This is an optimization exercise on Yosys and OpenROAD, whose aim is small area, a short achievable clock period and few clock cycles per item, not a production implementation. Only simulation tests tie the RTL to the original design; equivalence was not proved. No activity file was given, so power comes from the tool's default toggle rates.

==> flow/design.v (excerpt) <==
module cory_vtap2 #(
  parameter int N = 8,
  parameter int W = 8
) (
  input  logic         clk,
  input  logic         reset,
  input  logic         i_a_v,
  input  logic [N-1:0] i_a_d,
  input  logic         i_a_last_x,
  input  logic         i_a_last_y,
  output logic         o_a_r,
  output logic         o_z_v,
  output logic [N-1:0] o_z_d,
  output logic [N-1:0] o_z_up,
  output logic         o_z_up_v,
  output logic         o_z_last_x,
  output logic         o_z_last_y,
  input  logic         i_z_r
);
Size in the first run: roughly 35 I/O pins, ~0.066 mm2 of cells after synthesis.
make LEC_CHECK=0 ABC_CLOCK_PERIOD_IN_PS=2000 CAP_MARGIN=20 CORE_MARGIN=2 CORE_UTILIZATION=40 CTS_CLUSTER_DIAMETER=100 CTS_CLUSTER_SIZE=30 SETUP_SLACK_MARGIN=1.5 SLEW_MARGIN=20 finish   # period 3.3 ns
run.sh (not shown) runs the stock make flow with config.mk's settings and CLKGATE_MAP_FILE= SYNTH_SCRIPT=/design/flow/synth_recipe.tcl, a recipe that flattens the netlist after the stock synthesis.
The first run went through all stages and came out clean.
Testbench counts at the start, summed over its fixed seeds: cycles 43,876, items 43,860.
Then changed:
- CORE_UTILIZATION: 40 -> 70
- CTS_CLUSTER_SIZE: 30 -> 28
- PLACE_DENSITY: default -> 0.85
Result: Global-route usage climbs by 11 points. Register-to-register slack degrades by 0.04 ns. Final cell count drops by 20%.
Then changed:
- CORE_UTILIZATION: 70 -> 40
- CTS_CLUSTER_SIZE: 28 -> 26
- PLACE_DENSITY: 0.85 -> default
=> The new run produced a clean layout. Core utilization decreases by 32 points. Cell area is higher by about 2.1%. Power hardly moves. Clock-buffer cell count came out higher by 8. Sequential power goes down by about 1%. Worst setup slack is better by 0.095 ns.
Then changed:
- CTS_CLUSTER_DIAMETER: 100 -> 60
- CTS_CLUSTER_SIZE: 26 -> 28
Result: Wire length is higher by 0.65%. Flip-flop and latch count is unchanged. First-iteration DRC count fell by 9.1%. Synthesized cell count stays the same. Fmax drops by 0.33%. Via count increases by 1.3%.

* * *

Setup of oak:
Starting RTL as in the previous note.
// cory_vtap2
module cory_vtap2 #(
  parameter int N = 8,
  parameter int W = 8
) (
  input  logic         clk,
  input  logic         reset,
  input  logic         i_a_v,
  input  logic [N-1:0] i_a_d,
  input  logic         i_a_last_x,
  input  logic         i_a_last_y,
  output logic         o_a_r,
  output logic         o_z_v,
  output logic [N-1:0] o_z_d,
  output logic [N-1:0] o_z_up,
  output logic         o_z_up_v,
  output logic         o_z_last_x,
  output logic         o_z_last_y,
  input  logic         i_z_r
);
  localparam int NG = W - 3;
  logic          step_q;           
  logic          step_d;
  logic          acc, del;
  logic         ar_q;
  logic         iv0_q, iv0_d;
  logic [N-1:0] id0_q;
  logic         ix0_q, iy0_q;
  assign o_a_r = ar_q;
  assign acc   = i_a_v & ar_q;
  assign iv0_d = (iv0_q & ~step_q) | acc;
  always_ff @(posedge clk) begin
    if (reset) begin
      ar_q  <= 1'b1;
      iv0_q <= 1'b0;
    end else begin
      ar_q  <= ~iv0_d | step_d;
      iv0_q <= iv0_d;
    end
  end
  always_ff @(posedge clk) begin
    if (ar_q) begin
      id0_q <= i_a_d; ix0_q <= i_a_last_x; iy0_q <= i_a_last_y;
    end
  end
  logic         ov0_q, ov1_q, ov1_d;
  logic [N-1:0] od0_q, ou0_q;
  logic         ouv0_q, ox0_q, oy0_q;
  logic [N-1:0] r_up;
  ...
==> flow/config.mk <==
export PLATFORM = sky130hd
export DESIGN_NAME = cory_vtap2
export DESIGN_NICKNAME = cory_vtap2
export VERILOG_FILES = /design/flow/design.v
export SDC_FILE = /design/flow/constraint.sdc
export NUM_CORES = 4
export LEC_CHECK = 0
export ABC_CLOCK_PERIOD_IN_PS = 2000
export CAP_MARGIN = 10
export CORE_MARGIN = 2
export CORE_UTILIZATION = 40
export CTS_CLUSTER_DIAMETER = 100
export CTS_CLUSTER_SIZE = 28
export SETUP_SLACK_MARGIN = 1.5
export SLEW_MARGIN = 10
==> flow/constraint.sdc <==
create_clock -name core_clock -period 3.3 [get_ports {clk}]
set_input_delay 0.6600 -clock core_clock [delete_from_list [all_inputs] [get_ports {clk}]]
set_output_delay 0.6600 -clock core_clock [all_outputs]
set_load 0.01 [all_outputs]
The flow did not stop early for oak: all stages ran, and the layout cleared the timing, DRC and antenna checks.
Testbench counts of oak, summed over its fixed seeds: cycles 43,876, items 43,860.
[inputs] pine vs oak
Settings: a change of CTS_CLUSTER_SIZE from 28 to 30; a change of SLEW_MARGIN from 10 to 20; a change of CAP_MARGIN from 10 to 20; a change of SETUP_SLACK_MARGIN from 1.5 to 1.3.
### Flow results
pine has completed all stages; timing, DRC and antenna checks passed. The higher smallest setup slack after layout of oak and pine is in oak. Of oak and pine, pine shows the lower detailed route wirelength on metal3, with oak above it. Of oak and pine, the run reporting the lower global-route wire length before repair was pine. pine vs oak, slowest cell on the critical path: sky130_fd_sc_hd__a222oi_1 vs sky130_fd_sc_hd__dfxtp_4.
diff inputs: pine => birch
Settings: changing CTS_CLUSTER_DIAMETER from 100 to 150; changing SETUP_SLACK_MARGIN from 1.3 to 1.5; changing CTS_CLUSTER_SIZE from 30 to 28.
Findings:
When birch is measured against pine, its met3 layer wire length in the routed design turns out 10% higher.
Status: max-slew violation count parity (pine, birch)
Row buffering overhead: birch higher / pine lower
Global-route met3 utilization of birch is on par with pine.
As far as post-placement setup slack goes, pine and birch are indistinguishable; the numbers are identical.
Delta (birch minus pine): sum of routed wire length over all layers increased by 2.4% relative to the old numbers; synthesis-to-finish area growth saw an increase.
Compared with pine, birch shows clock buffer count in the final layout higher by 8.4%.
Final critical-path setup slack: birch vs pine up 0.065 ns
Per the comparison of birch with pine, depth of the critical timing path with buffers and inverters included saw a decrease; switching part of the total saw little to no change.

## what the ideal ports hide
How much do the figures lean on ideal ports? The routed layouts below were timed once more, with nothing changed but the port constraints.
Step 1, drivers: a clkbuf_16 drives clk and a buf_2 each remaining input, both assumed.
Step 2, shift: input delay + t, output delay - t, t = (earliest + latest rising clock arrival at the registers) / 2. This alone moves slack from input paths to output paths.
a / b / c = ideal ports / drivers / drivers and shift; a / b = the first two.
run	t (ns)	setup slack, ns	cell pins on the clock port's net
the first run of note 1	0.770	1.347 / 1.281 / 0.882	1
the second run of note 1	0.746	1.258 / 1.191 / 0.745	1
the third run of note 1	0.779	1.352 / 1.275 / 0.874	1
the fourth run of note 1	0.802	1.346 / 1.269 / 0.888	1
oak	0.768	1.360 / 1.282 / 0.881	1
pine	0.770	1.301 / 1.283 / 0.883	1
birch	0.773	1.366 / 1.289 / 0.853	1
After both steps setup and hold are still met in every run listed.
